What follows belongs to an exercise in optimizing a design on an open flow for small area, a short achievable clock period and few clock cycles; a production flow would make more cautious choices.
Function was checked by simulation only, so behaviour that the tests miss may differ from the original.
Power is estimated from default activity; no workload was simulated.

==> flow/design.v (outline; a module is shown in full before it is edited, if it fits) <==
// module weightMem: 24 lines
// module mvuSequencer: 55 lines
// module mvuCore: 2217 lines
// module mvuFa: 10 lines
// module mvuHaN: 9 lines
// module mvuHa: 9 lines
// module resultFifo: 52 lines
// module mvuTop: 63 lines
module mvuTop (
	input  logic                           clk,
	input  logic                           rst,
	input  logic                           wWr,
	input  logic [mvuPkg::FOLD_WIDTH-1:0]  wAddr,
	input  logic [mvuPkg::WTILE_WIDTH-1:0] wData,
	input  logic [mvuPkg::FOLD_WIDTH-1:0]  foldCount,
	input  logic                           aStrobe,
	input  logic [mvuPkg::ATILE_WIDTH-1:0] aData,
	input  logic                           aPad,
	output logic                           outVld,
	output logic [mvuPkg::OUT_WIDTH-1:0]   outData,
	output logic [mvuPkg::LANE_WIDTH-1:0]  outLane,
	output logic                           hold
);
  // ...
==> flow/run.sh <==
#!/bin/bash
# synth_recipe.tcl (not shown) runs the flow's synth.tcl, then flattens the netlist and writes it again
# the make line also repeats each setting of config.mk as NAME=value (left out here)
make -C /OpenROAD-flow-scripts/flow DESIGN_CONFIG=/design/flow/config.mk WORK_HOME=/design/flow/orfs CLKGATE_MAP_FILE= SYNTH_SCRIPT=/design/flow/synth_recipe.tcl finish
==> flow/config.mk <==
export PLATFORM = sky130hd
export DESIGN_NAME = mvuTop
export DESIGN_NICKNAME = mvuTop
export VERILOG_FILES = /design/flow/design.v
export SDC_FILE = /design/flow/constraint.sdc
export NUM_CORES = 4
export LEC_CHECK = 0
export CAP_MARGIN = 20
export CORE_MARGIN = 2
export CORE_UTILIZATION = 40
export SETUP_SLACK_MARGIN = 3.4
export SLEW_MARGIN = 20
export SYNTH_HIERARCHICAL = 1
export SYNTH_MINIMUM_KEEP_SIZE = 0
==> flow/constraint.sdc <==
create_clock -name core_clock -period 6.0 [get_ports {clk}]
set_input_delay 1.2000 -clock core_clock [delete_from_list [all_inputs] [get_ports {clk}]]
set_output_delay 1.2000 -clock core_clock [all_outputs]
set_load 0.01 [all_outputs]
==> metrics.md, run 1 <==
| Metric | Value |
|---|---|
| Status | timing/DRC/antenna clean |
| Initial antenna violation count | 22 |
| Crit. Startpoint | foldCount[1] |
| Worst path top cell family by delay | adder cells |
| Die X | 420 um |
| Clk root buf | clkbuf_16 |
| Slowest CP cell | fa_2 |
| Fin cells | 7128 |
| N_taps | 2310 |
| FF+latch count | 1670 |
| DIE HEIGHT | 420 um |
| Biggest Area Class | sequential cells |
| DR WL/cell | 24.0 um |
| CP Data Required Time | 6720 ps |
| Synth cell count leaders | edfxtp_1 (1152), a22oi_1 (527), dfxtp_1 (518) |
| Pre-CTS WS | 1880 ps |
| Startpoint Class | primary input |
| Async S/R FF share, synth | 0% |
| Skew-Pair Late Insertion Delay | 820 ps |
| Largest net degree at the start of global routing | 129 |
| Post-synthesis cell area | 69200 um^2 |
| Grt met3 use | 3.74% |
| ClkCell Share | 7.06% |
| Mapped Cells | 4404 |
| Most frequent cells in the layout | edfxtp_1 (1152), a22oi_1 (527), fa_1 (469), dfxtp_1 (465), nand2_1 (418) |
Testbench counts, summed over its fixed seeds: cycles 9,915.
==> run 2, diff against run 1 <==
--- a/flow/config.mk
+++ b/flow/config.mk
@@ -10,2 +10,4 @@
 export CORE_UTILIZATION = 40
+export CTS_CLUSTER_DIAMETER = 120
+export CTS_CLUSTER_SIZE = 30
 export SETUP_SLACK_MARGIN = 3.4
==> metrics.md, run 2 <==
| Metric | Value |
|---|---|
| Clk root buf | clkbuf_16 |
| Via count | 37000 |
| Synth Area in Adders | 15.3% |
| Post-synthesis cell area | 69200 um^2 (unchanged) |
| IO Count | 183 |
| Number of CTS-inserted buffers | 67 |
| Ranking of synthesized cells by area | edfxtp_1 (50%), dfxtp_1 (15%), fa_1 (14%) |
| First-pass GRT wire length | 248000 um |
| Simple-gate portion of the synthesized area | 7.06% |
| Worst slew margin | 29.0% |
| Clock Path Buffers | 3 |
| Worst reg2reg endpoint | mvuCore_i.acc0[12]$_DFF_P_ |
| Layout cells sized above 1 | 8.81% |
| Static Leak | 25.2 nW |
| Worst-case reg-to-reg path depth | 11 |
| Area growth syn-to-layout | 11.0% |
| Netlist cell types | 78 |
| Crit. Startpoint | foldCount[1] |
| Die area | 176000 um^2 |
| Register area share after synthesis | 64.9% |
| CTS H-tree depth | 3 |
| Yosys top cell by area | edfxtp_1 |
| Post-synthesis mux area share | 1.44% |
| Max-Cap Viols | 0 |
| P per Cell Area | 341 nW/um^2 |
| Async S/R FF share, synth | 0% (unchanged) |
| DRT Pass-1 Iters | 7 |
| Largest regs | weightMem_i.mem x1024, resultFifo_i.mem x128, weightMem_i.rdData x128 |
| DRT antenna net count | 0 |
| Post-DP HPWL | 103000 um |
| Fillers | 15000 |
| Area fraction of the dominant cell type after synthesis | 50.0% |
| DR WL/cell | 24.5 um (+1.8%) |
| Final-report hold violation count | 0 |
| Crit share post-route | 46.3% |
| Top_reg_cell synth | edfxtp_1 |
| Grt met3 use | 2.96% (-0.77 points) |
| Vias per inst | 5.34 |
| Most frequent cells in the layout | edfxtp_1 (1152), a22oi_1 (527), dfxtp_1 (472), fa_1 (468), nand2_1 (417) |
| Biggest register | weightMem_i.mem |
| Placed cell count | 6742 |
| Fin cells | 6940 (-2.6%) |
| Total Wirelength | 170000 um |
| Synthesized Nets | 5137 |
| R2R Path Start | mvuCore_i.fresh$_SDFF_PP1_ |
| Crit path DAT | 3390 ps |
| Met2 usage | 31.0% |
| Initial antenna violation count | 24 (+9.1%) |
| Crit path time final | 2780 ps |
| Row cnt | 152 |
| DIE HEIGHT | 420 um (unchanged) |
| Synthesized flop and latch total | 1670 |
| Tot GR Track Use | 19.0% |
| Worst-Margin Slew | 1070 ps |
| Skew-Pair Late Insertion Delay | 730 ps (-90 ps) |
| Final slew viol count | 0 |
| Post-Route Setup TNS | 0 ps |
| CP Data Required Time | 6610 ps (-110 ps) |
| Synth warn | 11 |
| Commonest non-fill, non-tap cell in the layout | edfxtp_1 |
| # nets final | 5297 |
| VDD IR max | 223 uV |
| Peak Freq | 360 MHz |
| Worst setup endpoint | mvuSequencer_i.hold$_SDFF_PP0_ |
| Met1 usage | 26.5% |
| Number of global-route vias before repair | 37700 |
| Final instance area | 76900 um^2 |
| DRC | 0 |
| Setup Skew | 45.8 ps |
| Mapped Cells | 4404 (unchanged) |
| Largest net degree at the start of global routing | 129 (unchanged) |
| CP Max Fanout | 6 |
| PortBufs | 182 |
| GR peak layer | met2 |
| TritonCTS clock tree | built |
| Synth cell count leaders | edfxtp_1 (1152), a22oi_1 (527), dfxtp_1 (518) |
| Startpoint Class | primary input |
| Dpl cell area | 73100 um^2 |
| Core Area | 172000 um^2 |
| Post-Synth XOR/XNOR Area | 0.761% |
| HP Class | reg -> reg |
| Flip-flop count of the largest register after layout | 1024 |
| Final setup vio count | 0 |
| Compound-cell area share of the yosys netlist | 7.12% |
| Hold slack final | 338 ps |
| Mean post-synth cell area | 15.7 um^2 |
| Post-synth EDFFs | 1152 |
| Routability cong. | 0.896 |
| Crit end category | flip-flop |
| Pre-CTS WS | 1880 ps (unchanged) |
| Main combinational cell family by area after synthesis | adder cells |
| RSZ-0062 raised after global routing | true |
| Total congestion overflow | 0 |
| DR iter-0 viols | 3544 |
| Status | timing/DRC/antenna clean |
| Flop2flop setup slack | 3250 ps |
| Clock sinks | 1670 |
| Die X | 420 um (unchanged) |
| Clock transition at the registers of the reported paths | 100 ps |
| WS Path Type | in -> reg |
| Dominant cell by count in the synthesized netlist | edfxtp_1 |
| Initial Util | 40.3% |
| Worst setup margin | 3220 ps |
run 2: per-layer routing:
layer | up-vias | wire [um]
li1 | 16300 | -
met1 | 19400 | 74300
met2 | 1159 | 81400
met3 | 186 | 10600
met4 | 12 | 3570
met5 | - | 72
run 2: worst min-delay path by stage:
stage / from / end / slack [ps] / cells after the start
2_1_floorplan: mvuCore_i.r0_171$_DFF_P_ / mvuCore_i.t0_273$_DFF_P_ / 310 / 0
3_3_place_gp: mvuCore_i.r0_172$_DFF_P_ / mvuCore_i.t0_274$_DFF_P_ / 310 / 0
3_5_place_dp: mvuCore_i.r2_807$_DFF_P_ / mvuCore_i.t2_908$_DFF_P_ / 310 / 0
4_1_cts: mvuCore_i.r1_487$_DFF_P_ / mvuCore_i.t1_589$_DFF_P_ / 340 / 0
5_1_grt: mvuCore_i.r1_487$_DFF_P_ / mvuCore_i.t1_589$_DFF_P_ / 340 / 0
6_report: mvuCore_i.r1_487$_DFF_P_ / mvuCore_i.t1_589$_DFF_P_ / 340 / 0
run 2: per-module statistics from Yosys (local to each module, per instance), excerpt:
module,flops+latches,times used
mvuHaN,0,24
mvuHa,0,4
mvuFa,0,468
resultFifo,149,1
weightMem,1152,1
mvuCore,318,1
mvuSequencer,51,1
run 2: power by group:
group | leakage (nW) | switching (mW) | internal (mW)
Clock | 0.987 | 3.52 | 2.25
Combinational | 9.38 | 3.34 | 2.89
Sequential | 14.8 | 0.742 | 13.5
run 2: final cells by class:
cell class	count	area, um^2	share of cell area, %
diodes	12	30.0	0.0391
clock buffers	110	1870	2.43
clock inverters	13	196	0.256
inverters	211	792	1.03
multi-input cells	2339	23000	29.9
flip-flops and latches	1670	45100	58.7
well taps	2310	2890	3.76
repair buffers	275	3010	3.91
run 2: stage by stage:
stage | utilization [%] | total power [mW]
2_1_floorplan | - | 18.1
3_3_place_gp | 42.6 | 19.6
3_5_place_dp | 42.6 | 19.7
4_1_cts | 44.3 | 25.9
5_1_grt | 44.8 | 27.7
6_report | 44.8 | 26.2
run 2: cells by family after synthesis:
kind of cell / after synthesis
flops: 1670
buf+inv: 396
fa+ha+maj: 562
mux: 53
xor+xnor: 56
compound gates: 668
simple gates: 999
run 2: critical path, cell delays in order:
cell	delay [ps]
buf_6	110
xor2_4	160
nor3_4	220
nand2_2	100
ha_4	270
inv_2	40
ha_4	150
inv_2	50
fa_2	430
nor2b_4	140
nor3_2	170
o221ai_1	130
o31ai_1	220
run 2: repair_timing:
item	CTS	global route
pin swaps	49	56
gates cloned	6	4
setup endpoints to repair	510	381
resized for setup	152	131
endpoints found under the hold margin	0	0
buffers inserted	28	25
hold buffers	0	0

separate check: timing with driven ports:
Ports are ideal in the flow. The routed layouts listed here were re-timed in OpenROAD. Step 1 assumes that a clkbuf_16 drives the clock port and a buf_2 every other input. Step 2, shift: input delay + t, output delay - t, t = (earliest + latest rising clock arrival at the registers) / 2. This alone moves slack from input paths to output paths. Slacks: ideal / step 1 / step 2; pairs: ideal / step 1.
run | t (ns) | setup slack, ns | worst setup path at the end | latest minus earliest clock arrival (ns) | worst data-port slew with drivers (ns)
run 1 | 0.879 | 3.260 / 3.294 / 2.414 | input to register | 0.073 / 0.073 | 0.20
run 2 | 0.784 | 3.224 / 3.251 / 2.491 | input to register | 0.058 / 0.058 | 0.18
After both steps setup and hold are still met in every run listed. For run 1, which loses most, drivers alone change the setup slack by +0.034 ns; drivers and shift together by -0.846 ns.
